Source: an optimization exercise on an open RTL-to-GDS flow (aim: small area, a short achievable clock period and few clock cycles). Production flows keep margins and buffers that such runs may drop. Only simulation tests tie the RTL to the original design; equivalence was not proved. Power and IR drop assume default switching activity.

==> design.v <==
package tkcl_pkg;
    localparam int LIST_DEPTH = 8;
    localparam int IDX_W      = (LIST_DEPTH > 1) ? $clog2(LIST_DEPTH) : 1;
    localparam int CNT_W      = $clog2(LIST_DEPTH + 1);
    localparam int ID_W       = 16;
    localparam int SCORE_W    = 16;
    localparam int STATUS_W   = 3;
    localparam int RANK_W     = 3;
    localparam int COUNT_W    = 4;
    localparam int S_TDATA_W  = 32;
    localparam int S_TUSER_W  = 2;
    localparam int M_PAYLOAD_W = RANK_W + ID_W + SCORE_W + COUNT_W;
    localparam int M_TDATA_W  = 40;
    localparam int M_PAD_W    = M_TDATA_W - M_PAYLOAD_W;
    localparam int M_TUSER_W  = STATUS_W;
    localparam logic ACT_CLEAR = 1'b0;
    localparam logic ACT_OFFER = 1'b1;
    typedef enum logic [STATUS_W-1:0] {
        STAT_CLEARED    = 3'd0,
        STAT_INSERTED   = 3'd1,
        STAT_NO_CHANCE  = 3'd2,
        STAT_DUPLICATE  = 3'd3,
        STAT_FULL_WORSE = 3'd4
    } status_t;
    typedef enum logic [1:0] {
        S_IDLE,
        S_DECIDE,
        S_LIST
    } ctrl_state_t;
    typedef struct packed {
        logic req_load;
        logic cnt_clear;
        logic insert;
        logic out_load_status;
        logic out_load_entry;
        logic idx_clr;
        logic idx_inc;
    } dp_cmd_t;
    typedef struct packed {
        status_t verdict;
        logic    idx_last;
    } dp_stat_t;
endpackage
import tkcl_pkg::*;
module tkcl_ctrl
(
    input  logic                 aclk,
    input  logic                 aresetn,
    input  logic                 s_tvalid,
    output logic                 s_tready,
    input  logic [S_TDATA_W-1:0] s_tdata,
    input  logic [S_TUSER_W-1:0] s_tuser,
    output logic                 m_tvalid,
    input  logic                 m_tready,
    output logic [M_TDATA_W-1:0] m_tdata,
    output logic [M_TUSER_W-1:0] m_tuser,
    output logic                 m_tlast,
    output logic [ID_W-1:0]      req_id,
    output logic [SCORE_W-1:0]   req_score,
    output logic                 req_action,
    output logic                 req_no_chance,
    output logic                 pop,           
    output logic [RANK_W-1:0]    rd_idx,
    input  tkcl_pkg::status_t    verdict,       
    input  logic                 new_first,     
    input  logic [CNT_W-1:0]     held_count,
    input  logic [ID_W-1:0]      rd_id,
    input  logic [SCORE_W-1:0]   rd_score
);
    localparam int Q_W = S_TUSER_W + S_TDATA_W;
    logic [Q_W-1:0] q0_reg, q1_reg;
    logic           q0_valid, q1_valid;
    logic           push;
    logic              list_reg;      
    logic [RANK_W-1:0] idx_reg;       
    logic               out_valid_reg;
    tkcl_pkg::status_t  out_status_reg;
    logic [RANK_W-1:0]  out_rank_reg;
    logic [ID_W-1:0]    out_id_reg;
    logic [SCORE_W-1:0] out_score_reg;
    logic [COUNT_W-1:0] out_count_reg;
    logic               out_last_reg;
    logic out_free;
    logic list_last;
    logic head_insert;
    assign s_tready = !q1_valid;
    assign push     = s_tvalid && !q1_valid;
    assign {req_no_chance, req_action, req_score, req_id} = q0_reg;
    assign out_free    = !out_valid_reg || m_tready;
    assign list_last   = (CNT_W'(idx_reg) + CNT_W'(1)) == held_count;
    assign head_insert = (verdict == STAT_INSERTED);
    assign pop = q0_valid && out_free && (!list_reg || (list_last && head_insert));
    always_ff @(posedge aclk) begin
        if (!aresetn) begin
            q0_valid <= 1'b0;
            q1_valid <= 1'b0;
        end else begin
            if (!q0_valid || pop) begin
                q0_valid <= q1_valid || push;
            end
            if (q1_valid) begin
                q1_valid <= !pop;
            end else begin
                q1_valid <= push && q0_valid && !pop;
            end
        end
    end
    always_ff @(posedge aclk) begin
        if (!q0_valid || pop) begin
            q0_reg <= q1_valid ? q1_reg : {s_tuser, s_tdata};
        end
        if (!q1_valid) begin
            q1_reg <= {s_tuser, s_tdata};
        end
    end
    assign rd_idx = idx_reg;
    always_ff @(posedge aclk) begin
        if (!aresetn) begin
            out_valid_reg <= 1'b0;
            list_reg      <= 1'b0;
            idx_reg       <= '0;
        end else if (out_free) begin
            if (list_reg) begin
                out_valid_reg <= 1'b1;
                if (list_last) begin
                    list_reg <= pop;         
                    idx_reg  <= '0;
                end else begin
                    idx_reg  <= idx_reg + RANK_W'(1);
                end
            end else if (q0_valid) begin
                out_valid_reg <= 1'b1;
                if (head_insert) begin
                    list_reg <= (held_count != '0);
                    idx_reg  <= RANK_W'(held_count != '0);
                end
            end else begin
                out_valid_reg <= 1'b0;
            end
        end
    end
    always_ff @(posedge aclk) begin
        if (out_free) begin
            if (list_reg) begin
                out_status_reg <= STAT_INSERTED;
                out_rank_reg   <= idx_reg;
                out_id_reg     <= rd_id;
                out_score_reg  <= rd_score;
                out_count_reg  <= COUNT_W'(held_count);
                out_last_reg   <= list_last;
            end else if (head_insert) begin
                out_status_reg <= STAT_INSERTED;
                out_rank_reg   <= '0;
                out_id_reg     <= new_first ? req_id    : rd_id;
                out_score_reg  <= new_first ? req_score : rd_score;
                out_count_reg  <= held_count[CNT_W-1] ? COUNT_W'(LIST_DEPTH)
                                                      : COUNT_W'(held_count) + COUNT_W'(1);
                out_last_reg   <= (held_count == '0);
            end else begin
                out_status_reg <= verdict;
                out_rank_reg   <= '0;
                out_id_reg     <= '0;
                out_score_reg  <= '0;
                out_count_reg  <= (verdict == STAT_CLEARED) ? '0 : COUNT_W'(held_count);
                out_last_reg   <= 1'b1;
            end
        end
    end
    assign m_tvalid = out_valid_reg;
    assign m_tdata  = {{M_PAD_W{1'b0}}, out_count_reg, out_score_reg, out_id_reg, out_rank_reg};
    assign m_tuser  = out_status_reg;
    assign m_tlast  = out_last_reg;
endmodule
import tkcl_pkg::*;
module tkcl_datapath
(
    input  logic                 aclk,
    input  logic                 aresetn,
    input  logic [ID_W-1:0]      req_id,
    input  logic [SCORE_W-1:0]   req_score,
    input  logic                 req_action,
    input  logic                 req_no_chance,
    input  logic                 pop,
    input  logic [RANK_W-1:0]    rd_idx,
    output tkcl_pkg::status_t    verdict,
    output logic                 new_first,
    output logic [CNT_W-1:0]     held_count,
    output logic [ID_W-1:0]      rd_id,
    output logic [SCORE_W-1:0]   rd_score
);
    function automatic logic le16(input logic [15:0] a, input logic [15:0] b);
        logic [15:0] gt, eq;
        logic [7:0]  gt2, eq2;
        logic [3:0]  gt4, eq4;
        logic [1:0]  gt8, eq8;
        gt = a & ~b;
        eq = ~(a ^ b);
        for (int i = 0; i < 8; i++) begin
            gt2[i] = gt[2*i+1] | (eq[2*i+1] & gt[2*i]);
            eq2[i] = eq[2*i+1] & eq[2*i];
        end
        for (int i = 0; i < 4; i++) begin
            gt4[i] = gt2[2*i+1] | (eq2[2*i+1] & gt2[2*i]);
            eq4[i] = eq2[2*i+1] & eq2[2*i];
        end
        for (int i = 0; i < 2; i++) begin
            gt8[i] = gt4[2*i+1] | (eq4[2*i+1] & gt4[2*i]);
            eq8[i] = eq4[2*i+1] & eq4[2*i];
        end
        le16 = ~(gt8[1] | (eq8[1] & gt8[0]));
    endfunction
    function automatic logic [2:0] ones8(input logic [7:0] v);
        logic s0, c0, s1, c1, s2, c2, s3, c3, s4, c4;
        s0 = v[0] ^ v[1] ^ v[2];
        c0 = (v[0] & v[1]) | (v[0] & v[2]) | (v[1] & v[2]);
        s1 = v[3] ^ v[4] ^ v[5];
        c1 = (v[3] & v[4]) | (v[3] & v[5]) | (v[4] & v[5]);
        s2 = s0 ^ s1 ^ v[6];
        c2 = (s0 & s1) | (s0 & v[6]) | (s1 & v[6]);
        s3 = s2 ^ v[7];
        c3 = s2 & v[7];
        s4 = c0 ^ c1 ^ c2 ^ c3;
        c4 = (c0 & c1) ^ (c2 & c3) ^ ((c0 ^ c1) & (c2 ^ c3));
        ones8 = {c4, s4, s3};
    endfunction
    logic [ID_W-1:0]    slot_id    [LIST_DEPTH];
    logic [SCORE_W-1:0] slot_score [LIST_DEPTH];
    logic [IDX_W-1:0]   slot_rank  [LIST_DEPTH];
    logic [CNT_W-1:0]   count_reg;
    logic [LIST_DEPTH-1:0] held;
    logic [LIST_DEPTH-1:0] id_match;
    logic [LIST_DEPTH-1:0] score_le;
    logic [LIST_DEPTH-1:0] target;
    logic [LIST_DEPTH-1:0] rd_sel;
    logic [IDX_W-1:0]      ins_rank;
    logic                  full;
    logic                  insert;
    logic                  clear;
    assign full = count_reg[CNT_W-1];
    always_comb begin
        for (int k = 0; k < LIST_DEPTH; k++) begin
            held[k]     = (CNT_W'(k) < count_reg);
            id_match[k] = held[k] && (slot_id[k] == req_id);
            score_le[k] = held[k] && le16(slot_score[k], req_score);
            target[k]   = full ? (slot_rank[k] == IDX_W'(LIST_DEPTH - 1))
                               : (count_reg == CNT_W'(k));
            rd_sel[k]   = held[k] && (slot_rank[k] == rd_idx);
        end
    end
    assign ins_rank  = ones8(score_le);
    assign new_first = !(|score_le);
    always_comb begin
        if (req_action == ACT_CLEAR) begin
            verdict = STAT_CLEARED;
        end else if (req_no_chance) begin
            verdict = STAT_NO_CHANCE;
        end else if (|id_match) begin
            verdict = STAT_DUPLICATE;
        end else if (full && (&score_le)) begin
            verdict = STAT_FULL_WORSE;
        end else begin
            verdict = STAT_INSERTED;
        end
    end
    assign clear  = pop && (req_action == ACT_CLEAR);
    assign insert = pop && (verdict == STAT_INSERTED);
    for (genvar k = 0; k < LIST_DEPTH; k++) begin : g_slot
        always_ff @(posedge aclk) begin
            if (insert && target[k]) begin
                slot_id[k]    <= req_id;
                slot_score[k] <= req_score;
            end
        end
        always_ff @(posedge aclk) begin
            if (insert) begin
                if (target[k]) begin
                    slot_rank[k] <= ins_rank;
                end else if (!score_le[k]) begin
                    slot_rank[k] <= {slot_rank[k][2] ^ (slot_rank[k][1] & slot_rank[k][0]),
                                     slot_rank[k][1] ^ slot_rank[k][0],
                                     !slot_rank[k][0]};
                end
            end
        end
    end
    always_ff @(posedge aclk) begin
        if (!aresetn || clear) begin
            count_reg <= '0;
        end else if (insert && !full) begin
            count_reg <= count_reg + CNT_W'(1);
        end
    end
    assign held_count = count_reg;
    always_comb begin
        rd_id    = '0;
        rd_score = '0;
        for (int k = 0; k < LIST_DEPTH; k++) begin
            rd_id    = rd_id    | ({ID_W{rd_sel[k]}}    & slot_id[k]);
            rd_score = rd_score | ({SCORE_W{rd_sel[k]}} & slot_score[k]);
        end
    end
endmodule
import tkcl_pkg::*;
module top_k_candidate_list_unit
(
    input  logic                 aclk,
    input  logic                 aresetn,
    input  logic                 s_tvalid,
    output logic                 s_tready,
    input  logic [S_TDATA_W-1:0] s_tdata,    
    input  logic [S_TUSER_W-1:0] s_tuser,    
    output logic                 m_tvalid,
    input  logic                 m_tready,
    output logic [M_TDATA_W-1:0] m_tdata,    
    output logic [M_TUSER_W-1:0] m_tuser,    
    output logic                 m_tlast
);
    logic [ID_W-1:0]    req_id;
    logic [SCORE_W-1:0] req_score;
    logic               req_action;
    logic               req_no_chance;
    logic               pop;
    logic [RANK_W-1:0]  rd_idx;
    tkcl_pkg::status_t  verdict;
    logic               new_first;
    logic [CNT_W-1:0]   held_count;
    logic [ID_W-1:0]    rd_id;
    logic [SCORE_W-1:0] rd_score;
    tkcl_ctrl u_ctrl (
        .aclk          (aclk),
        .aresetn       (aresetn),
        .s_tvalid      (s_tvalid),
        .s_tready      (s_tready),
        .s_tdata       (s_tdata),
        .s_tuser       (s_tuser),
        .m_tvalid      (m_tvalid),
        .m_tready      (m_tready),
        .m_tdata       (m_tdata),
        .m_tuser       (m_tuser),
        .m_tlast       (m_tlast),
        .req_id        (req_id),
        .req_score     (req_score),
        .req_action    (req_action),
        .req_no_chance (req_no_chance),
        .pop           (pop),
        .rd_idx        (rd_idx),
        .verdict       (verdict),
        .new_first     (new_first),
        .held_count    (held_count),
        .rd_id         (rd_id),
        .rd_score      (rd_score)
    );
    tkcl_datapath u_datapath (
        .aclk          (aclk),
        .aresetn       (aresetn),
        .req_id        (req_id),
        .req_score     (req_score),
        .req_action    (req_action),
        .req_no_chance (req_no_chance),
        .pop           (pop),
        .rd_idx        (rd_idx),
        .verdict       (verdict),
        .new_first     (new_first),
        .held_count    (held_count),
        .rd_id         (rd_id),
        .rd_score      (rd_score)
    );
endmodule
==> run.sh <==
#!/bin/bash
# synth_recipe.tcl (not shown) runs the flow's synth.tcl, then flattens the netlist and writes it again
# the make line also repeats each setting of config.mk as NAME=value (left out here)
make -C /OpenROAD-flow-scripts/flow DESIGN_CONFIG=/design/flow/config.mk WORK_HOME=/design/flow/orfs CLKGATE_MAP_FILE= SYNTH_SCRIPT=/design/flow/synth_recipe.tcl finish
==> config.mk <==
export PLATFORM = sky130hd
export DESIGN_NAME = top_k_candidate_list_unit
export DESIGN_NICKNAME = top_k_candidate_list_unit
export VERILOG_FILES = /design/flow/design.v
export SDC_FILE = /design/flow/constraint.sdc
export NUM_CORES = 4
export LEC_CHECK = 0
export ABC_CLOCK_PERIOD_IN_PS = 2500
export CAP_MARGIN = 20
export CORE_MARGIN = 2
export CORE_UTILIZATION = 40
export SETUP_SLACK_MARGIN = 4.3
export SLEW_MARGIN = 20
==> constraint.sdc <==
create_clock -name core_clock -period 7.0 [get_ports {aclk}]
set_input_delay 1.4000 -clock core_clock [delete_from_list [all_inputs] [get_ports {aclk}]]
set_output_delay 1.4000 -clock core_clock [all_outputs]
set_load 0.01 [all_outputs]
==> flow_metrics.tcl, run 1 <==
set metrics [dict create \
    outcome "timing/DRC/antenna clean" \
    initial_core_util_pct 40.7 \
    reg2reg_slack_ns 2.80 \
    viasPerCell 5.92 \
    clock-sinks 402 \
    async_flop_share_pct 0 \
    clk_pin_slew_ns 0.06 \
    cts_buffer_depth 3 \
    synth_top_area_cell "edfxtp_1" \
    hold_class "flip-flop to flip-flop" \
    power_density_nw_per_um2 223 \
    synth_cell_types 67 \
    synth_fp_nets 1655 \
    die_area_um2 51800 \
    io_buffers 82 \
    overflow 0 \
    seq_area_frac_synth_pct 58.1 \
    max_slew.worst_pin.slew_ns 1.19 \
    tns_ns 0 \
    postRouteWirelength_mm 67.2 \
    htree_levels 2 \
    worstSkewPairLatency_ns 0.60 \
    ys_ff_latch 402 \
    wl_met2_mm 30.2 \
    diodes 0 \
    die_h_um 228 \
    grt_pass1_wl_mm 96.4 \
    relSlewSlack_pct 20.9 \
    largest_registers "u_datapath.slot_id (128), u_datapath.slot_score (128)" \
    r2r_cells 14 \
    final_max_slew_viol_count 0 \
    synth_warnings 5 \
    r2r-start "u_ctrl.q0_reg[18]$_DFFE_PP_" \
    synth_edf_count 357 \
    end_kind "flip-flop" \
    top_layer_used "met4" \
    io_pins 84 \
    r2r-end "u_datapath.slot_rank[5][2]$_DFFE_PP_" \
    vias 14400 \
    p_leak_nw 9.77 \
    rsz0062_at_grt "true" \
    crit_fanout 8 \
    nNetsFinal 1920 \
    layout_commonest_cell "edfxtp_1" \
    syn_area_um2 20000 \
    ant_nets 0 \
    grt_start_max_net_pins 49 \
    cap_violations 0 \
    required_ns 7.33 \
    met3_length_mm 6.09 \
    syn_area_per_cell_um2 13.6 \
    wl_per_cell_um 27.6 \
    grtUsageTotal_pct 26.1 \
    multi_input_area_um2 9090 \
    grt_pass1_vias 14200 \
    synth_ff_type "edfxtp_1" \
    std_cell_rows 81 \
    syn_inst 1468 \
    die_x_um 228 \
    cts_tree "done" \
    seq_area_um2 11600 \
    path_class "flip-flop to flip-flop" \
    fmax_mhz 238 \
    dpl.hpwl_mm 39.5 \
    min_period_over_period_pct 60.0 \
    ir_worst_vdd_v 0.000151 \
    most-common-layout-cells "edfxtp_1 (357), ha_1 (138), xor2_1 (137)" \
    worst_slack_ns 2.80 \
    dp_slack_ns 2.00 \
    synth.area.top_cells "edfxtp_1 (54%), ha_1 (9.1%), xor2_1 (6.0%)" \
    routabilityCongestion 0.898 \
    fillers 4100 \
    final-hold-violation-count 0 \
    antenna_found_initial 0 \
    first_pass_iters 5 \
    clock_skew_ns 0.0225 \
    synth_top_area_share_pct 53.6 \
    core_um2 49200 \
    min_from "u_ctrl.q1_reg[1]$_DFF_P_" \
    cts_root_buf "clkbuf_16" \
    hold_buffers 0 \
    drc 0 \
    setup_violations 0 \
    drtIter0Drc 1481 \
    min_to "u_ctrl.q1_reg[1]$_DFF_P_" \
    min_period_ns 4.20 \
    numCtsBuffers 45 \
    syn2layout_area_growth_pct 31.9 \
    cp-start-kind "flip-flop" \
    worstHoldPathCells 1 \
    p_total_mw 5.89 \
    wl_met1_mm 28.6 \
    arrival_ns 4.53 \
    final_util_pct 53.7 \
    drive_gt1_share_pct 31.0 \
]
-- Yosys cell counts, drive strengths merged (16+ instances only) --
cell and instances:
nor2 86, edfxtp 357, a221oi 65, and3 24
clkbuf 23, dfxtp 45, nor3 51, nand4 28
a211oi 16, a21oi 57, mux2 50, xor2 138
inv 41, a22o 64, xnor2 22, buf 50
o21ai 28, nand2 39, nor4 35, ha 146
-- power by group --
group	switching [mW]	internal, mW	leakage (nW)
sequential	0.0411	2.70	3.76
clock	1.03	1.41	0.717
combinational	0.392	0.314	5.30
total	1.46	4.43	9.77
-- critical path, cell delays in order, from the launching register on --
cell	delay [ns]
edfxtp_1	0.46
inv_4	0.12
ha_4	0.29
nand4b_1	0.14
a211oi_2	0.43
o21ai_1	0.13
o211ai_1	0.20
inv_2	0.12
fa_1	0.57
fa_1	0.46
ha_4	0.20
ha_4	0.17
xor2_4	0.16
xnor2_4	0.20
mux2_4	0.29
-- logic make-up (layout without fill, tap and decap cells) --
| family | count (synthesis) | count (layout) | share of synthesized area (%) |
|---|---|---|---|
| fa+ha+maj | 149 | 149 | 9.43 |
| buf+inv | 114 | 408 | 2.76 |
| compound gates | 293 | 293 | 11.4 |
| xor+xnor | 160 | 160 | 7.00 |
| simple gates | 294 | 302 | 8.20 |
| flops | 402 | 402 | 58.1 |
| mux | 55 | 55 | 3.06 |
| other cells | 1 | 1 | 0.0187 |
-- per-stage QoR --
stage          instances  hold WS [ns]  area (µm²)
2_1_floorplan       1468         0.446       20500
3_3_place_gp        2168         0.454       22000
3_5_place_dp        2168         0.460       22000
4_1_cts             2417         0.476       26000
5_1_grt             2434         0.483       26400
6_report            2434         0.470       26400
-- final cells by class --
cell class,instances,area share (%)
Clock buffer,55,4.52
Multi-Input combinational cell,960,34.4
Timing Repair Buffer,283,11.9
Clock inverter,29,1.23
Tap cell,664,3.15
Inverter,41,0.654
Sequential cell,402,44.1
-- how the worst max path moves through the flow --
stage | from | end | slack [ns] | cells after the start
3_3_place_gp | u_ctrl.q0_reg[17]$_DFFE_PP_ | u_datapath.slot_rank[1][1]$_DFFE_PP_ | 2.00 | 16
6_report | u_ctrl.q0_reg[18]$_DFFE_PP_ | u_datapath.slot_rank[5][2]$_DFFE_PP_ | 2.80 | 14
4_1_cts | u_ctrl.q0_reg[17]$_DFFE_PP_ | u_datapath.slot_rank[1][2]$_DFFE_PP_ | 2.83 | 18
3_5_place_dp | u_ctrl.q0_reg[17]$_DFFE_PP_ | u_datapath.slot_rank[1][1]$_DFFE_PP_ | 2.00 | 16
5_1_grt | u_ctrl.q0_reg[17]$_DFFE_PP_ | u_datapath.slot_rank[1][2]$_DFFE_PP_ | 2.69 | 17
2_1_floorplan | u_ctrl.q0_reg[17]$_DFFE_PP_ | u_datapath.slot_rank[0][2]$_DFFE_PP_ | 3.11 | 18
-- timing repair --
action / in CTS / in global routing
resized for setup: 231 / 48
cloned: 22 / 0
pin swaps: 48 / 20
buffers inserted: 143 / 16
endpoints found under the setup margin: 433 / 392
-- per-layer routing --
metal / vias up / track usage [%]
met2: 749 / 39.8
met3: 130 / 5.37
li1: 6303 / -
met4: 0 / 9.99
met1: 7237 / 36.6
met5: - / 0
Testbench counts, summed over its fixed seeds: cycles 13,741.
==> run 2, diff against run 1 <==
--- a/config.mk
+++ b/config.mk
@@ -5,9 +5,9 @@
 export SDC_FILE = /design/flow/constraint.sdc
 export NUM_CORES = 4
 export LEC_CHECK = 0
-export ABC_CLOCK_PERIOD_IN_PS = 2500
+export ABC_CLOCK_PERIOD_IN_PS = 3000
 export CAP_MARGIN = 20
 export CORE_MARGIN = 2
 export CORE_UTILIZATION = 40
-export SETUP_SLACK_MARGIN = 4.3
+export SETUP_SLACK_MARGIN = 3.8
 export SLEW_MARGIN = 20
==> run 2 against run 1 <==
Effect of this change: critical path depth up 4; first-iteration DRC count up 23%; synthesized cell count unchanged; maximum frequency down 1.8%; sequential share of layout area up 1.1 points; largest cell class unchanged; largest power group unchanged; power down 1.4%.
==> flow_metrics.tcl, run 2 <==
set metrics [dict create \
    rsz0062_at_grt "true" \
    clk_pin_slew_ns 0.06 \
    p_leak_nw 9.42 \
    synth.most_common_cell "edfxtp_1" \
    synthMuxAreaShare_pct 3.06 \
    power_density_nw_per_um2 226 \
    vias 14400 \
    async_flop_share_pct 0 \
    cts_root_buf "clkbuf_16" \
    final-hold-violation-count 0 \
    wl_per_cell_um 27.7 \
    initial_core_util_pct 40.7 \
    synthSimpleGateAreaFrac_pct 8.20 \
    grtUsageTotal_pct 25.0 \
    routabilityCongestion 0.893 \
    r2r-start "u_ctrl.q0_reg[28]$_DFFE_PP_" \
    grt_start_max_net_pins 49 \
    grt_pass1_vias 13900 \
    ant_nets 0 \
    max_slew.worst_pin.slew_ns 1.36 \
    path_class "flip-flop to flip-flop" \
    min_from "u_ctrl.q1_reg[33]$_DFF_P_" \
    drtIter0Drc 1819 \
    min_period_over_period_pct 61.1 \
    synth_commonest_cells "edfxtp_1 (357), ha_1 (146), xor2_1 (138), nor2_1 (85), a221oi_1 (65)" \
    antenna_found_initial 3 \
    reg2reg_slack_ns 2.72 \
    layout_commonest_cell "edfxtp_1" \
    clock-sinks 402 \
    core_um2 49200 \
    final_max_slew_viol_count 0 \
    htree_levels 2 \
    synth_top_area_share_pct 53.6 \
    synth_warnings 5 \
    worstHoldPathCells 1 \
    placed_cells 2166 \
    synth_fp_nets 1655 \
    grt_pass1_wl_mm 93.4 \
    synth_ff_type "edfxtp_1" \
    synth_top_area_cell "edfxtp_1" \
    postLayoutCellArea_um2 25700 \
    multi_input_area_um2 8630 \
    relSlewSlack_pct 9.51 \
    seq_area_frac_synth_pct 58.1 \
    drc 0 \
    fillers 4072 \
    tns_ns 0 \
    io_buffers 82 \
    synth_cell_types 67 \
    min_period_ns 4.28 \
    synth_edf_count 357 \
    nNetsFinal 1877 \
    fmax_mhz 234 \
    ir_worst_vdd_v 0.000132 \
    hold_class "flip-flop to flip-flop" \
    required_ns 7.31 \
    synthAdderAreaFrac_pct 9.43 \
    viasPerCell 6.03 \
    synth.area.top_cells "edfxtp_1 (54%), ha_1 (9.1%), xor2_1 (6.0%)" \
    seq_area_um2 11600 \
    fin_cells 2390 \
    syn_area_um2 20000 \
    r2r_cells 18 \
    synth_xor_xnor_area_share_pct 7.00 \
    die_area_um2 51800 \
    syn_inst 1468 \
    syn_area_per_cell_um2 13.6 \
    arrival_ns 4.59 \
    cts_buffer_depth 3 \
    die_x_um 228 \
    syn2layout_area_growth_pct 28.5 \
    dpl.hpwl_mm 39.2 \
    min_to "u_ctrl.q1_reg[33]$_DFF_P_" \
    first_pass_iters 5 \
    synth_top_family_by_area "compound AO/OA/AOI/OAI gates" \
    synth_compound_area_share_pct 11.4 \
    overflow 0 \
    crit_fanout 8 \
    numCtsBuffers 45 \
    die_h_um 228 \
    ys_ff_latch 402 \
    clock_skew_ns 0.0249 \
    postRouteWirelength_mm 66.2 \
    drive_gt1_share_pct 26.1 \
    io_pins 84 \
    cts_tree "done" \
    r2r-end "u_datapath.slot_rank[6][2]$_DFFE_PP_" \
    most-common-layout-cells "edfxtp_1 (357), ha_1 (141), xor2_1 (137)" \
    timing.hold.ws_ns 0.469 \
    cp-start-kind "flip-flop" \
    setup_violations 0 \
    outcome "timing/DRC/antenna clean" \
    place_area_um2 21700 \
    diodes 0 \
    end_kind "flip-flop" \
    std_cell_rows 81 \
    largest_registers "u_datapath.slot_id (128), u_datapath.slot_score (128)" \
    worstSkewPairLatency_ns 0.59 \
    cap_violations 0 \
]
==> run 2: logic make-up after synthesis <==
logic type	after synthesis
AOI/OAI and AO/OA	293
xor gates and xnor gates	160
adders and majority gates	149
buffers and inverters	114
DFF	402
muxes	55
other	1
and+or+nand+nor	294
==> run 2: critical path: stages, from the launching register on <==
cell and delay, ns:
edfxtp_1 0.45, clkinvlp_4 0.22, buf_6 0.16, buf_6 0.11, ha_1 0.19, nand4_1 0.09
o21ai_2 0.07, nor3_2 0.19, o21ai_1 0.10, a21oi_2 0.21, inv_1 0.10, fa_1 0.53
inv_2 0.05, fa_1 0.47, ha_4 0.20, ha_4 0.27, nand2_4 0.06, xnor2_4 0.22
mux2_4 0.30
==> run 2: worst max-delay path by stage <==
stage / slack, ns / cells after the start / start / endpoint
final: 2.72 / 18 / u_ctrl.q0_reg[28]$_DFFE_PP_ / u_datapath.slot_rank[6][2]$_DFFE_PP_
after global placement: 1.90 / 13 / u_datapath.count_reg[3]$_SDFFE_PP0P_ / u_datapath.slot_rank[2][1]$_DFFE_PP_
after floorplan: 3.07 / 18 / u_ctrl.q0_reg[17]$_DFFE_PP_ / u_datapath.slot_rank[0][2]$_DFFE_PP_
after CTS: 2.84 / 18 / u_ctrl.q0_reg[17]$_DFFE_PP_ / u_datapath.slot_rank[6][2]$_DFFE_PP_
after detailed placement: 1.87 / 13 / u_datapath.count_reg[3]$_SDFFE_PP0P_ / u_datapath.slot_rank[0][1]$_DFFE_PP_
after global routing: 2.67 / 18 / u_ctrl.q0_reg[17]$_DFFE_PP_ / u_datapath.slot_rank[4][2]$_DFFE_PP_
==> run 2: area by class of cell <==
class,count,share of cell area (%)
multi-input combinational,955,33.6
timing repair buffer,245,11.6
clock inverter,18,0.783
clock buffer,65,4.99
inverter,41,0.657
tap,664,3.23
sequential,402,45.2
==> run 2: where the power goes <==
| part | total (mW) | leakage, nW | switching [mW] | internal (mW) |
|---|---|---|---|---|
| registers | 2.77 | 3.76 | 0.0670 | 2.70 |
| clock network | 2.42 | 0.727 | 0.999 | 1.42 |
| logic | 0.613 | 4.94 | 0.338 | 0.275 |
==> run 2: per-layer routing <==
metal	part of all wire (%)	GRT usage [%]	vias up
li1	-	-	6196
met5	0.039	0	-
met3	9.5	4.50	155
met1	42	35.7	7245
met2	45	37.8	800
met4	3.8	9.83	4
==> run 2: metrics by stage <==
step | setup WS (ns) | utilization (%) | power [mW]
4_1_cts | 2.84 | 51.1 | 5.80
3_5_place_dp | 1.87 | 44.2 | 3.30
6_report | 2.72 | 52.3 | 5.81
2_1_floorplan | 3.07 | - | 3.10
3_3_place_gp | 1.90 | 44.2 | 3.29
5_1_grt | 2.67 | 52.3 | 5.98
==> run 2: what timing repair did <==
item                                    4_1_cts  5_1_grt
hold buffers                                  0        0
endpoints found under the setup margin      387      387
hold endpoints to repair                      0        0
buffers inserted                             88       30
pin swaps                                    33       19
cloned                                       17        6
resized for setup                           174       56
==> run 3, diff against run 2 <==
--- a/design.v
+++ b/design.v
@@ -62,7 +62,6 @@
     output logic                 pop,           
     output logic [RANK_W-1:0]    rd_idx,
     input  tkcl_pkg::status_t    verdict,       
-    input  logic                 new_first,     
     input  logic [CNT_W-1:0]     held_count,
     input  logic [ID_W-1:0]      rd_id,
     input  logic [SCORE_W-1:0]   rd_score
@@ -71,8 +70,10 @@
     logic [Q_W-1:0] q0_reg, q1_reg;
     logic           q0_valid, q1_valid;
     logic           push;
-    logic              list_reg;      
-    logic [RANK_W-1:0] idx_reg;       
+    logic              gen_status_reg;    
+    logic              gen_list_reg;      
+    tkcl_pkg::status_t gen_code_reg;
+    logic [RANK_W-1:0] idx_reg;
     logic               out_valid_reg;
     tkcl_pkg::status_t  out_status_reg;
     logic [RANK_W-1:0]  out_rank_reg;
@@ -81,15 +82,17 @@
     logic [COUNT_W-1:0] out_count_reg;
     logic               out_last_reg;
     logic out_free;
+    logic gen;
     logic list_last;
-    logic head_insert;
+    logic gen_last;
     assign s_tready = !q1_valid;
     assign push     = s_tvalid && !q1_valid;
     assign {req_no_chance, req_action, req_score, req_id} = q0_reg;
-    assign out_free    = !out_valid_reg || m_tready;
-    assign list_last   = (CNT_W'(idx_reg) + CNT_W'(1)) == held_count;
-    assign head_insert = (verdict == STAT_INSERTED);
-    assign pop = q0_valid && out_free && (!list_reg || (list_last && head_insert));
+    assign out_free  = !out_valid_reg || m_tready;
+    assign list_last = (CNT_W'(idx_reg) + CNT_W'(1)) == held_count;
+    assign gen       = out_free && (gen_status_reg || gen_list_reg);
+    assign gen_last  = gen_status_reg || list_last;
+    assign pop = q0_valid && (!(gen_status_reg || gen_list_reg) || (out_free && gen_last));
     always_ff @(posedge aclk) begin
         if (!aresetn) begin
             q0_valid <= 1'b0;
@@ -116,53 +119,44 @@
     assign rd_idx = idx_reg;
     always_ff @(posedge aclk) begin
         if (!aresetn) begin
+            gen_status_reg <= 1'b0;
+            gen_list_reg   <= 1'b0;
+        end else if (pop) begin
+            gen_status_reg <= (verdict != STAT_INSERTED);
+            gen_list_reg   <= (verdict == STAT_INSERTED);
+        end else if (gen && gen_last) begin
+            gen_status_reg <= 1'b0;
+            gen_list_reg   <= 1'b0;
+        end
+    end
+    always_ff @(posedge aclk) begin
+        if (pop) begin
+            gen_code_reg <= verdict;
+            idx_reg      <= '0;
+        end else if (gen) begin
+            idx_reg      <= idx_reg + RANK_W'(1);
+        end
+    end
+    always_ff @(posedge aclk) begin
+        if (!aresetn) begin
             out_valid_reg <= 1'b0;
-            list_reg      <= 1'b0;
-            idx_reg       <= '0;
         end else if (out_free) begin
-            if (list_reg) begin
-                out_valid_reg <= 1'b1;
-                if (list_last) begin
-                    list_reg <= pop;         
-                    idx_reg  <= '0;
-                end else begin
-                    idx_reg  <= idx_reg + RANK_W'(1);
-                end
-            end else if (q0_valid) begin
-                out_valid_reg <= 1'b1;
-                if (head_insert) begin
-                    list_reg <= (held_count != '0);
-                    idx_reg  <= RANK_W'(held_count != '0);
-                end
-            end else begin
-                out_valid_reg <= 1'b0;
-            end
+            out_valid_reg <= gen_status_reg || gen_list_reg;
         end
     end
     always_ff @(posedge aclk) begin
         if (out_free) begin
-            if (list_reg) begin
-                out_status_reg <= STAT_INSERTED;
-                out_rank_reg   <= idx_reg;
-                out_id_reg     <= rd_id;
-                out_score_reg  <= rd_score;
-                out_count_reg  <= COUNT_W'(held_count);
-                out_last_reg   <= list_last;
-            end else if (head_insert) begin
-                out_status_reg <= STAT_INSERTED;
-                out_rank_reg   <= '0;
-                out_id_reg     <= new_first ? req_id    : rd_id;
-                out_score_reg  <= new_first ? req_score : rd_score;
-                out_count_reg  <= held_count[CNT_W-1] ? COUNT_W'(LIST_DEPTH)
-                                                      : COUNT_W'(held_count) + COUNT_W'(1);
-                out_last_reg   <= (held_count == '0);
+            out_status_reg <= gen_code_reg;
+            out_count_reg  <= COUNT_W'(held_count);
+            out_last_reg   <= gen_last;
+            if (gen_list_reg) begin
+                out_rank_reg  <= idx_reg;
+                out_id_reg    <= rd_id;
+                out_score_reg <= rd_score;
             end else begin
-                out_status_reg <= verdict;
-                out_rank_reg   <= '0;
-                out_id_reg     <= '0;
-                out_score_reg  <= '0;
-                out_count_reg  <= (verdict == STAT_CLEARED) ? '0 : COUNT_W'(held_count);
-                out_last_reg   <= 1'b1;
+                out_rank_reg  <= '0;
+                out_id_reg    <= '0;
+                out_score_reg <= '0;
             end
         end
     end
@@ -183,7 +177,6 @@
     input  logic                 pop,
     input  logic [RANK_W-1:0]    rd_idx,
     output tkcl_pkg::status_t    verdict,
-    output logic                 new_first,
     output logic [CNT_W-1:0]     held_count,
     output logic [ID_W-1:0]      rd_id,
     output logic [SCORE_W-1:0]   rd_score
@@ -209,20 +202,6 @@
         end
         le16 = ~(gt8[1] | (eq8[1] & gt8[0]));
     endfunction
-    function automatic logic [2:0] ones8(input logic [7:0] v);
-        logic s0, c0, s1, c1, s2, c2, s3, c3, s4, c4;
-        s0 = v[0] ^ v[1] ^ v[2];
-        c0 = (v[0] & v[1]) | (v[0] & v[2]) | (v[1] & v[2]);
-        s1 = v[3] ^ v[4] ^ v[5];
-        c1 = (v[3] & v[4]) | (v[3] & v[5]) | (v[4] & v[5]);
-        s2 = s0 ^ s1 ^ v[6];
-        c2 = (s0 & s1) | (s0 & v[6]) | (s1 & v[6]);
-        s3 = s2 ^ v[7];
-        c3 = s2 & v[7];
-        s4 = c0 ^ c1 ^ c2 ^ c3;
-        c4 = (c0 & c1) ^ (c2 & c3) ^ ((c0 ^ c1) & (c2 ^ c3));
-        ones8 = {c4, s4, s3};
-    endfunction
     logic [ID_W-1:0]    slot_id    [LIST_DEPTH];
     logic [SCORE_W-1:0] slot_score [LIST_DEPTH];
     logic [IDX_W-1:0]   slot_rank  [LIST_DEPTH];
@@ -232,6 +211,7 @@
     logic [LIST_DEPTH-1:0] score_le;
     logic [LIST_DEPTH-1:0] target;
     logic [LIST_DEPTH-1:0] rd_sel;
+    logic [LIST_DEPTH-1:0] rank_le;     
     logic [IDX_W-1:0]      ins_rank;
     logic                  full;
     logic                  insert;
@@ -247,8 +227,18 @@
             rd_sel[k]   = held[k] && (slot_rank[k] == rd_idx);
         end
     end
-    assign ins_rank  = ones8(score_le);
-    assign new_first = !(|score_le);
+    always_comb begin
+        for (int r = 0; r < LIST_DEPTH; r++) begin
+            rank_le[r] = 1'b0;
+            for (int k = 0; k < LIST_DEPTH; k++) begin
+                rank_le[r] = rank_le[r] | (score_le[k] && (slot_rank[k] == IDX_W'(r)));
+            end
+        end
+    end
+    assign ins_rank[2] = rank_le[3];
+    assign ins_rank[1] = (rank_le[1] & ~rank_le[3]) | rank_le[5];
+    assign ins_rank[0] = (rank_le[0] & ~rank_le[1]) | (rank_le[2] & ~rank_le[3]) |
+                         (rank_le[4] & ~rank_le[5]) | (rank_le[6] & ~rank_le[7]);
     always_comb begin
         if (req_action == ACT_CLEAR) begin
             verdict = STAT_CLEARED;
@@ -256,7 +246,7 @@
             verdict = STAT_NO_CHANCE;
         end else if (|id_match) begin
             verdict = STAT_DUPLICATE;
-        end else if (full && (&score_le)) begin
+        end else if (full && rank_le[LIST_DEPTH-1]) begin
             verdict = STAT_FULL_WORSE;
         end else begin
             verdict = STAT_INSERTED;
@@ -322,7 +312,6 @@
     logic               pop;
     logic [RANK_W-1:0]  rd_idx;
     tkcl_pkg::status_t  verdict;
-    logic               new_first;
     logic [CNT_W-1:0]   held_count;
     logic [ID_W-1:0]    rd_id;
     logic [SCORE_W-1:0] rd_score;
@@ -345,7 +334,6 @@
         .pop           (pop),
         .rd_idx        (rd_idx),
         .verdict       (verdict),
-        .new_first     (new_first),
         .held_count    (held_count),
         .rd_id         (rd_id),
         .rd_score      (rd_score)
@@ -360,7 +348,6 @@
         .pop           (pop),
         .rd_idx        (rd_idx),
         .verdict       (verdict),
-        .new_first     (new_first),
         .held_count    (held_count),
         .rd_id         (rd_id),
         .rd_score      (rd_score)
--- a/config.mk
+++ b/config.mk
@@ -5,9 +5,7 @@
 export SDC_FILE = /design/flow/constraint.sdc
 export NUM_CORES = 4
 export LEC_CHECK = 0
-export ABC_CLOCK_PERIOD_IN_PS = 3000
 export CAP_MARGIN = 20
 export CORE_MARGIN = 2
 export CORE_UTILIZATION = 40
-export SETUP_SLACK_MARGIN = 3.8
 export SLEW_MARGIN = 20
==> run 3 against run 2 <==
Effect of this change: via count fell by 4.8%; sequential cell count increased by 4; sequential share of layout area rose by 4.8 points; combinational power down 17%.
==> flow_metrics.tcl, run 3 <==
set metrics [dict create \
    min_from "u_ctrl.gen_code_reg[2]$_DFFE_PP_" \
    die_x_um 229 \
    die_h_um 229 \
    core_um2 50100 \
    relSlewSlack_pct 27.2 \
    postLayoutCellArea_um2 23400 \
    synthAdderAreaFrac_pct 10.6 \
    synth_edf_count 360 \
    required_ns 7.28 \
    syn_area_per_cell_um2 13.3 \
    synth_commonest_cells "edfxtp_1 (360), ha_1 (172), xor2_1 (118), a22oi_1 (91), inv_1 (78)" \
    final_max_slew_viol_count 0 \
    syn_area_um2 20300 \
    r2r-start "u_ctrl.q0_reg[18]$_DFFE_PP_" \
    std_cell_rows 82 \
    reg2reg_slack_ns 1.78 \
    ir_worst_vdd_v 0.000166 \
    synth_cell_types 84 \
    routabilityCongestion 0.945 \
    power_density_nw_per_um2 245 \
    worstHoldPathCells 0 \
    most-common-layout-cells "edfxtp_1 (360), ha_1 (172), xor2_1 (118)" \
    r2r_cells 11 \
    viasPerCell 5.88 \
    numCtsBuffers 44 \
    cp-start-kind "flip-flop" \
    final-hold-violation-count 0 \
    seq_area_frac_synth_pct 57.9 \
    io_buffers 82 \
    synth_top_area_share_pct 53.3 \
    grtUsageTotal_pct 22.4 \
    hold_class "flip-flop to flip-flop" \
    cts_tree "done" \
    drive_gt1_share_pct 10.1 \
    min_period_over_period_pct 74.6 \
    end_kind "flip-flop" \
    cts_buffer_depth 3 \
    crit_fanout 22 \
    cts_root_buf "clkbuf_16" \
    r2r-end "u_datapath.slot_id[3][5]$_DFFE_PP_" \
    path_class "flip-flop to flip-flop" \
    overflow 0 \
    worstSkewPairLatency_ns 0.59 \
    outcome "timing/DRC/antenna clean" \
    largest_registers "u_datapath.slot_id (128), u_datapath.slot_score (128)" \
    rsz0062_at_grt "false" \
    synth_compound_area_share_pct 12.4 \
    cap_violations 0 \
    die_area_um2 52500 \
    htree_levels 2 \
    antenna_found_initial 1 \
    synth_top_family_by_area "compound AO/OA/AOI/OAI gates" \
    synth_ff_type "edfxtp_1" \
    setup_violations 0 \
    syn_inst 1526 \
    wl_per_cell_um 25.5 \
    grt_pass1_vias 13400 \
    ctsResizeCount 0 \
    clock-sinks 406 \
    ys_ff_latch 406 \
    clock_skew_ns 0.0285 \
    synth_top_area_cell "edfxtp_1" \
    clk_pin_slew_ns 0.06 \
    nNetsFinal 1832 \
    synthMuxAreaShare_pct 2.38 \
    layout_commonest_cell "edfxtp_1" \
    syn2layout_area_growth_pct 15.6 \
    min_to "u_ctrl.out_status_reg[2]$_DFFE_PN_" \
    vias 13700 \
    dpl.hpwl_mm 40.1 \
    p_leak_nw 8.34 \
    synthSimpleGateAreaFrac_pct 7.28 \
    grt_start_max_net_pins 46 \
    hold_buffers 0 \
    drc 0 \
    min_period_ns 5.22 \
    postCtsSetupRepairBufs 0 \
    ant_nets 0 \
    diodes 0 \
    drtIter0Drc 1446 \
    fmax_mhz 192 \
    synth.most_common_cell "edfxtp_1" \
    p_total_mw 5.75 \
    tns_ns 0 \
    synth_xor_xnor_area_share_pct 6.78 \
    initial_core_util_pct 40.5 \
    postRouteWirelength_mm 59.4 \
    place_area_um2 22000 \
    first_pass_iters 7 \
    arrival_ns 5.50 \
    async_flop_share_pct 0 \
    synth_warnings 5 \
    synth_fp_nets 1736 \
    synth.area.top_cells "edfxtp_1 (53%), ha_1 (11%), xor2_1 (5.1%)" \
    io_pins 84 \
    grt_pass1_wl_mm 87.6 \
    max_slew.worst_pin.slew_ns 1.08 \
]
-- run 3: cell types whose count changed after synthesis, moves of 20 or more --
cell	before	now
a22oi_1	4	91
a31oi_1	6	31
ha_1	146	172
nor2_1	85	60
inv_1	39	78
a221oi_1	65	25
and3_1	24	4
xor2_1	138	118
nor3_2	23	0
a22o_1	64	25
-- run 3: layer usage --
layer	vias to the layer above	share of wire (%)	track usage [%]
met5	-	0.022	0
met4	2	3.0	7.61
met3	126	7.2	3.37
met2	624	45	34.5
met1	6814	45	32.1
li1	6137	-	-
-- run 3: per-stage QoR --
step | cells | setup slack [ns] | utilization [%] | hold WS, ns
global route | 2329 | 1.52 | 46.8 | 0.427
finish | 2329 | 1.78 | 46.8 | 0.423
detailed placement | 2247 | 1.83 | 43.9 | 0.408
floorplan | 1526 | 1.79 | - | 0.400
CTS | 2328 | 1.86 | 46.8 | 0.424
global placement | 2247 | 2.01 | 43.9 | 0.436
-- run 3: worst max-delay path, stage by stage, from the launching register on --
cell	delay (ns)
edfxtp_1	0.49
inv_1	0.22
ha_1	0.39
nand4b_4	0.11
a2111oi_4	0.51
o211ai_2	0.27
and3_1	0.24
a221o_1	0.32
o41ai_4	0.52
nand2_2	0.51
nor2_4	0.96
buf_4	0.36
-- run 3: cell type report --
type / count / area (µm²)
inverter: 79 / 297
multi-input combinational: 984 / 8110
tap: 672 / 841
clock inverter: 16 / 223
sequential: 406 / 11700
fill: 4552 / 26600
clock buffer: 65 / 1230
timing repair buffer: 107 / 1010
-- run 3: worst max path at each step --
stage,slack [ns],endpoint,startpoint,depth (start not counted)
5_1_grt,1.52,u_datapath.slot_id[3][5]$_DFFE_PP_,u_ctrl.q0_reg[18]$_DFFE_PP_,11
2_1_floorplan,1.79,u_datapath.slot_id[0][0]$_DFFE_PP_,m_tready,9
6_report,1.78,u_datapath.slot_id[3][5]$_DFFE_PP_,u_ctrl.q0_reg[18]$_DFFE_PP_,11
4_1_cts,1.86,u_datapath.slot_id[3][0]$_DFFE_PP_,u_ctrl.q0_reg[18]$_DFFE_PP_,11
3_5_place_dp,1.83,u_datapath.slot_id[3][4]$_DFFE_PP_,u_ctrl.q0_reg[18]$_DFFE_PP_,11
3_3_place_gp,2.01,u_datapath.slot_id[5][2]$_DFFE_PP_,u_ctrl.q0_reg[18]$_DFFE_PP_,11
-- run 3: logic make-up (layout without fill, tap and decap cells) --
family	Yosys count	after routing
fa+ha+maj	172	172
mux	43	43
compound gates	342	342
xor+xnor	157	157
flops	406	406
buf+inv	136	267
other cells	1	1
simple gates	269	269
-- run 3: power breakdown --
group | leakage, nW | internal, mW | switching (mW)
clock | 0.693 | 1.38 | 0.976
sequential | 3.81 | 2.74 | 0.147
combinational | 3.84 | 0.223 | 0.283
Testbench counts of run 3, summed over its fixed seeds: cycles 13,749.
==> run 4, diff against run 3 <==
--- a/config.mk
+++ b/config.mk
@@ -8,4 +8,5 @@
 export CAP_MARGIN = 20
 export CORE_MARGIN = 2
 export CORE_UTILIZATION = 40
+export SETUP_SLACK_MARGIN = 3.3
 export SLEW_MARGIN = 20
==> run 4 against run 3 <==
Effect of this change: worst setup slack gained 1.6 ns; synthesized cell count is the same; power grew 1.4%; final cell count grew 2.7%; via count grew 2.4%; register-to-register slack gained 1.6 ns; utilization grew 1.9 points; global-route usage grew 1.3 points; synthesized area is the same.
==> flow_metrics.tcl, run 4 <==
set metrics [dict create \
    outcome "timing/DRC/antenna clean" \
    p_leak_nw 8.73 \
    grt_start_max_net_pins 46 \
    core_um2 50100 \
    path_class "flip-flop to flip-flop" \
    tns_ns 0 \
    antenna_found_initial 1 \
    power_density_nw_per_um2 239 \
    ir_worst_vdd_v 0.000138 \
    cap_violations 0 \
    max_slew.worst_pin.slew_ns 1.17 \
    routabilityCongestion 0.955 \
    min_period_ns 3.65 \
    syn_area_per_cell_um2 13.3 \
    io_pins 84 \
    dp_slack_ns 2.07 \
    synth_warnings 5 \
    p_sw_share_pct 24.9 \
    syn2layout_area_growth_pct 20.2 \
    arrival_ns 3.93 \
    diodes 0 \
    postRouteWirelength_mm 62.4 \
    placed_cells 2245 \
    initial_core_util_pct 40.5 \
    fillers 4468 \
    wl_per_cell_um 26.1 \
    required_ns 7.28 \
    std_cell_rows 82 \
    drc 0 \
    die_x_um 229 \
    wl_met1_mm 27.7 \
    final-hold-violation-count 0 \
    async_flop_share_pct 0 \
    viasPerCell 5.86 \
    synth_fp_nets 1736 \
    cts_root_buf "clkbuf_16" \
    final_max_slew_viol_count 0 \
    die_area_um2 52500 \
    die_h_um 229 \
    worst_slack_ns 3.35 \
    grtUsageTotal_pct 23.6 \
    synth.most_common_cell "edfxtp_1" \
    clock_power_share_pct 40.7 \
    wl_met2_mm 28.2 \
    drtIter0Drc 1519 \
    io_buffers 82 \
    fmax_mhz 274 \
    ys_ff_latch 406 \
    synth_cell_types 84 \
    relSlewSlack_pct 21.7 \
    top_layer_used "met5" \
    clk_pin_slew_ns 0.06 \
    synth_ff_type "edfxtp_1" \
    synth.area.top_cells "edfxtp_1 (53%), ha_1 (11%), xor2_1 (5.1%)" \
    hold_class "flip-flop to flip-flop" \
    syn_inst 1526 \
    power_switching_mw 1.45 \
    grt_pass1_vias 13800 \
    overflow 0 \
    synth_top_area_cell "edfxtp_1" \
    cp-start-kind "flip-flop" \
    clock-sinks 406 \
    final_util_pct 48.7 \
    synth_edf_count 360 \
    min_period_over_period_pct 52.1 \
    ant_nets 0 \
    numCtsBuffers 45 \
    worstSkewPairLatency_ns 0.60 \
    cts_buffer_depth 3 \
    most-common-layout-cells "edfxtp_1 (360), ha_1 (172), xor2_1 (118)" \
    comb_power_share_pct 9.8 \
    nNetsFinal 1895 \
    p_int_mw 4.38 \
    syn_area_um2 20300 \
    layout_commonest_cell "edfxtp_1" \
    grt_pass1_wl_mm 91.7 \
    fin_cells 2393 \
    p_total_mw 5.83 \
    largest_registers "u_datapath.slot_id (128), u_datapath.slot_score (128)" \
    first_pass_iters 6 \
    crit_fanout 10 \
    seq_area_frac_synth_pct 57.9 \
    vias 14000 \
    synth_top_area_share_pct 53.3 \
    synth_commonest_cells "edfxtp_1 (360), ha_1 (172), xor2_1 (118), a22oi_1 (91), inv_1 (78)" \
    dpl.hpwl_mm 40.6 \
    met3_length_mm 4.87 \
    setup_violations 0 \
    htree_levels 2 \
    end_kind "flip-flop" \
    clock_skew_ns 0.0204 \
    rsz0062_at_grt "true" \
    drive_gt1_share_pct 16.4 \
    power_frac_seq_pct 49.4 \
    cts_tree "done" \
]
[run 4: cell counts after synthesis]
Identical to the previous run, type by type.
[run 4: final cells by class]
cell class	instances	area, µm²	share of cell area [%]
clock buffer	62	1260	5.17
clock inverter	21	218	0.893
inverter	79	305	1.25
multi-input combinational	989	8370	34.3
sequential	406	11700	48.1
tap	672	841	3.45
timing repair buffer	164	1660	6.79
[run 4: worst paths after layout]
| path | start | end | slack [ns] | depth (start not counted) |
|---|---|---|---|---|
| worst max-delay path | u_ctrl.q0_reg[31]$_DFFE_PP_ | u_datapath.slot_score[1][8]$_DFFE_PP_ | 3.35 | 13 |
| worst min-delay path | u_ctrl.gen_code_reg[2]$_DFFE_PP_ | u_ctrl.out_status_reg[2]$_DFFE_PN_ | 0.42 | 0 |
| worst max register to register | u_ctrl.q0_reg[31]$_DFFE_PP_ | u_datapath.slot_score[1][8]$_DFFE_PP_ | 3.35 | 13 |
| worst min register to register | u_ctrl.gen_code_reg[2]$_DFFE_PP_ | u_ctrl.out_status_reg[2]$_DFFE_PN_ | 0.42 | 0 |
[run 4: power by group through the flow]
stage | clock, mW | combinational [mW] | sequential, mW
floorplan | 0 | 0.368 | 2.85
global placement | 0 | 0.511 | 2.94
detailed placement | 0 | 0.510 | 2.94
CTS | 2.42 | 0.552 | 2.88
global route | 2.51 | 0.626 | 2.89
finish | 2.37 | 0.572 | 2.88
[run 4: cell families after synthesis]
kind of cell | share of synthesized area, %
adder cells (fa/ha/maj) | 10.6
multiplexers | 2.38
XOR/XNOR | 6.78
buffers and inverters | 2.68
flip-flops | 57.9
AND/OR/NAND/NOR | 7.28
other | 0.0185
AO/OA/AOI/OAI | 12.4
[run 4: worst max-delay path: stages (launching register included)]
cell and delay (ns):
edfxtp_1 0.39, inv_2 0.12, ha_1 0.32, nand2_1 0.18
a2111oi_2 0.35, a22oi_2 0.15, and3_2 0.26, a221o_1 0.38
o41ai_4 0.34, buf_4 0.21, nand2_8 0.13, nor2_4 0.16
buf_12 0.15, buf_8 0.18
[run 4: per-stage QoR]
| stage | hold slack, ns | instance area, µm² |
|---|---|---|
| 2_1_floorplan | 0.400 | 20400 |
| 3_3_place_gp | 0.410 | 22000 |
| 3_5_place_dp | 0.411 | 22000 |
| 4_1_cts | 0.425 | 24100 |
| 5_1_grt | 0.427 | 24400 |
| 6_report | 0.424 | 24400 |
[run 4: per-layer routing]
| metal | global-route usage, % | up-vias |
|---|---|---|
| li1 | - | 6275 |
| met4 | 6.86 | 2 |
| met5 | 0 | - |
| met3 | 5.19 | 124 |
| met2 | 36.9 | 667 |
| met1 | 33.0 | 6963 |
[run 4: what timing repair did]
item | in CTS | in global routing
hold buffers | 0 | 0
gates cloned | 5 | 0
gates resized for setup | 58 | 27
setup buffers | 45 | 14
pin swaps | 18 | 8
setup endpoints to repair | 308 | 296
==> run 5, diff against run 4 <==
--- a/config.mk
+++ b/config.mk
@@ -8,5 +8,5 @@
 export CAP_MARGIN = 20
 export CORE_MARGIN = 2
 export CORE_UTILIZATION = 40
-export SETUP_SLACK_MARGIN = 3.3
+export SETUP_SLACK_MARGIN = 3.8
 export SLEW_MARGIN = 20
==> run 5 against run 4 <==
Effect of this change: clock power grew 3%; first-iteration DRC count is 12% higher; sequential power down 2%; largest cell class unchanged; sequential share of layout area fell by 4.8 points; synthesized area is the same; critical endpoint is now u_datapath.slot_score[0][3]$_DFFE_PP_; register-to-register slack gained 0.09 ns; critical path depth is 1 higher; synthesized cell count did not move; combinational power up 35%.
==> flow_metrics.tcl, run 5 <==
set metrics [dict create \
    synthMuxAreaShare_pct 2.38 \
    most-common-layout-cells "edfxtp_1 (360), ha_1 (154), buf_4 (128)" \
    wl_per_cell_um 26.4 \
    drc 0 \
    cap_violations 0 \
    place_area_um2 22000 \
    clock-sinks 406 \
    crit_fanout 7 \
    max_slew.worst_pin.slew_ns 1.12 \
    min_period_ns 3.55 \
    synth_xor_xnor_area_share_pct 6.78 \
    critPathTopFamily "compound AO/OA/AOI/OAI gates" \
    arrival_ns 3.85 \
    seq_area_frac_synth_pct 57.9 \
    fmax_mhz 281 \
    synth_cell_types 84 \
    antenna_found_initial 0 \
    worstSkewPairLatency_ns 0.59 \
    grtUsageTotal_pct 24.7 \
    hold_buffers 0 \
    synth_compound_area_share_pct 12.4 \
    synth_top_family_by_area "compound AO/OA/AOI/OAI gates" \
    die_area_um2 52500 \
    numCtsBuffers 43 \
    nNetsFinal 2036 \
    cts_buffer_depth 3 \
    synth_warnings 5 \
    htree_levels 2 \
    relSlewSlack_pct 25.2 \
    end_kind "flip-flop" \
    path_class "flip-flop to flip-flop" \
    cp_cell_sequence "inv_4 -> ha_1 -> nand4_1 -> nor2_2 -> nand3_4 -> o211a_4 -> a22o_4 -> o41ai_4 -> buf_6 -> nand2_8 -> nor2_4 -> buf_12 -> buf_12 -> clkbuf_16" \
    final_max_slew_viol_count 0 \
    rsz0062_at_grt "true" \
    power_density_nw_per_um2 223 \
    overflow 0 \
    grt_pass1_wl_mm 95.8 \
    synth_fp_nets 1736 \
    synthAdderAreaFrac_pct 10.6 \
    min_period_over_period_pct 50.8 \
    cts_tree "done" \
    setup_violations 0 \
    outcome "timing/DRC/antenna clean" \
    synth.most_common_cell "edfxtp_1" \
    ir_worst_vdd_v 0.000151 \
    first_pass_iters 7 \
    io_buffers 82 \
    clk_pin_slew_ns 0.06 \
    synth_edf_count 360 \
    synth_top_area_share_pct 53.3 \
    synth_commonest_cells "edfxtp_1 (360), ha_1 (172), xor2_1 (118), a22oi_1 (91), inv_1 (78)" \
    grt_pass1_vias 14500 \
    layout_commonest_cell "edfxtp_1" \
    initial_core_util_pct 40.5 \
    ant_nets 0 \
    cts_root_buf "clkbuf_16" \
    synth_ff_type "edfxtp_1" \
    io_pins 84 \
    drive_gt1_share_pct 27.3 \
    std_cell_rows 82 \
    required_ns 7.29 \
    die_x_um 229 \
    cpPeakStageDelay_ns 0.43 \
    crit_slowest_cell "edfxtp_1" \
    p_leak_nw 9.80 \
    tns_ns 0 \
    ys_ff_latch 406 \
    postRouteWirelength_mm 66.9 \
    drtIter0Drc 1708 \
    synth_top_area_cell "edfxtp_1" \
    diodes 0 \
    syn_area_um2 20300 \
    cp-start-kind "flip-flop" \
    grt_start_max_net_pins 46 \
    clock_skew_ns 0.0231 \
    largest_registers "u_datapath.slot_id (128), u_datapath.slot_score (128)" \
    async_flop_share_pct 0 \
    viasPerCell 5.83 \
    routabilityCongestion 0.935 \
    syn_area_per_cell_um2 13.3 \
    syn2layout_area_growth_pct 33.5 \
    synthSimpleGateAreaFrac_pct 7.28 \
    dpl.hpwl_mm 41.2 \
    final-hold-violation-count 0 \
    core_um2 50100 \
    postLayoutCellArea_um2 27100 \
    cp_num_buf_inv 5 \
    synth.area.top_cells "edfxtp_1 (53%), ha_1 (11%), xor2_1 (5.1%)" \
    die_h_um 229 \
    vias 14800 \
    hold_class "flip-flop to flip-flop" \
    critical_path.most_common_cell "buf_12" \
    syn_inst 1526 \
]
## run 5: cell types whose count changed in the layout (fill, tap and decap cells not counted), moves of 9 or more
cell / delta
buf_16: +11
buf_12: +24
ha_1: -18
buf_6: +22
buf_4: +73
inv_4: +9
nor2_1: -15
ha_4: +16
## run 5: metal layers
metal	global-route usage [%]	vias to the layer above	routed length [µm]
met1	34.2	7330	29100
li1	-	6577	-
met3	5.88	137	5740
met2	37.4	712	29700
met5	0	-	0
met4	9.78	0	2460
## run 5: metrics by stage
step / total power [mW] / cells / utilization, % / hold slack, ns / setup WS [ns]
final: 6.04 / 2532 / 54.1 / 0.425 / 3.45
after global routing: 6.24 / 2532 / 54.1 / 0.436 / 3.31
after CTS: 6.02 / 2478 / 51.8 / 0.430 / 3.49
after detailed placement: 3.45 / 2245 / 43.9 / 0.415 / 2.08
after global placement: 3.44 / 2245 / 43.9 / 0.409 / 2.14
after floorplan: 3.22 / 1526 / - / 0.400 / 3.26
## run 5: layout make-up
class / instances / area, µm²
fillers: 4183 / 23000
flip-flops and latches: 406 / 11700
repair buffers: 310 / 3570
inverters: 79 / 328
multi-input cells: 986 / 9070
clock inverters: 23 / 315
clock buffers: 56 / 1200
well taps: 672 / 841
## run 5: final timing paths
check | cells after the start | slack, ns | from | end
worst max-delay path | 14 | 3.45 | u_ctrl.q0_reg[30]$_DFFE_PP_ | u_datapath.slot_score[0][3]$_DFFE_PP_
worst min-delay path | 0 | 0.43 | u_ctrl.gen_code_reg[1]$_DFFE_PP_ | u_ctrl.out_status_reg[1]$_DFFE_PN_
worst max register to register | 14 | 3.45 | u_ctrl.q0_reg[30]$_DFFE_PP_ | u_datapath.slot_score[0][3]$_DFFE_PP_
worst min register to register | 0 | 0.43 | u_ctrl.gen_code_reg[1]$_DFFE_PP_ | u_ctrl.out_status_reg[1]$_DFFE_PN_
## run 5: report_power, final
group / switching (mW) / internal, mW
Clock: 0.994 / 1.45
Sequential: 0.0860 / 2.74
Combinational: 0.424 / 0.348
## run 5: kinds of logic after synthesis
group	Yosys count
AOI/OAI and AO/OA	342
other	1
DFF	406
buffers and inverters	136
and+or+nand+nor	269
muxes	43
xor gates and xnor gates	157
adders and majority gates	172
## run 5: worst register-to-register path, stage by stage, from the launching register on
cell and delay, ns:
edfxtp_1 0.43, inv_4 0.10, ha_1 0.34, nand4_1 0.23, nor2_2 0.25, nand3_4 0.15
o211a_4 0.29, a22o_4 0.28, o41ai_4 0.33, buf_6 0.19, nand2_8 0.09, nor2_4 0.15
buf_12 0.16, buf_12 0.13, clkbuf_16 0.15
## run 5: what timing repair did
item	4_1_cts	5_1_grt
resized for setup	196	110
endpoints found under the hold margin	0	0
pin swaps	36	46
setup buffers	141	45
endpoints found under the setup margin	338	310
gates cloned	13	9

[static timing again, ports no longer ideal]
How much do the figures lean on ideal ports? The routed layouts below were timed once more, with nothing changed but the port constraints. Step 1 (the two cells are an assumption about what drives the block):
set clk [get_ports {aclk}]
set_driving_cell -lib_cell sky130_fd_sc_hd__clkbuf_16 $clk
set_driving_cell -lib_cell sky130_fd_sc_hd__buf_2 [delete_from_list [all_inputs] $clk]
Step 2, shift: input delay + t, output delay - t, t = (earliest + latest rising clock arrival at the registers) / 2. This alone moves slack from input paths to output paths. a / b / c = ideal ports / drivers / drivers and shift; a / b = the first two.
run | t (ns) | slack for setup (ns) | slew at the worst register clock pin (ns) | worst slew at a driven data input, ns | pins driven straight from the clock port
run 1 | 0.641 | 2.798 / 2.798 / 2.798 | 0.07 / 0.07 | 0.04 | 1
run 2 | 0.625 | 2.723 / 2.723 / 2.723 | 0.07 / 0.07 | 0.04 | 1
run 3 | 0.629 | 1.780 / 1.780 / 1.780 | 0.06 / 0.06 | 0.06 | 1
run 4 | 0.645 | 3.354 / 3.354 / 3.310 | 0.06 / 0.06 | 0.05 | 1
run 5 | 0.633 | 3.446 / 3.446 / 3.254 | 0.07 / 0.07 | 0.05 | 1
After both steps every run listed still meets setup and hold. For run 5, which loses most, drivers alone change the setup slack by 0.000 ns; drivers and shift together by -0.192 ns.
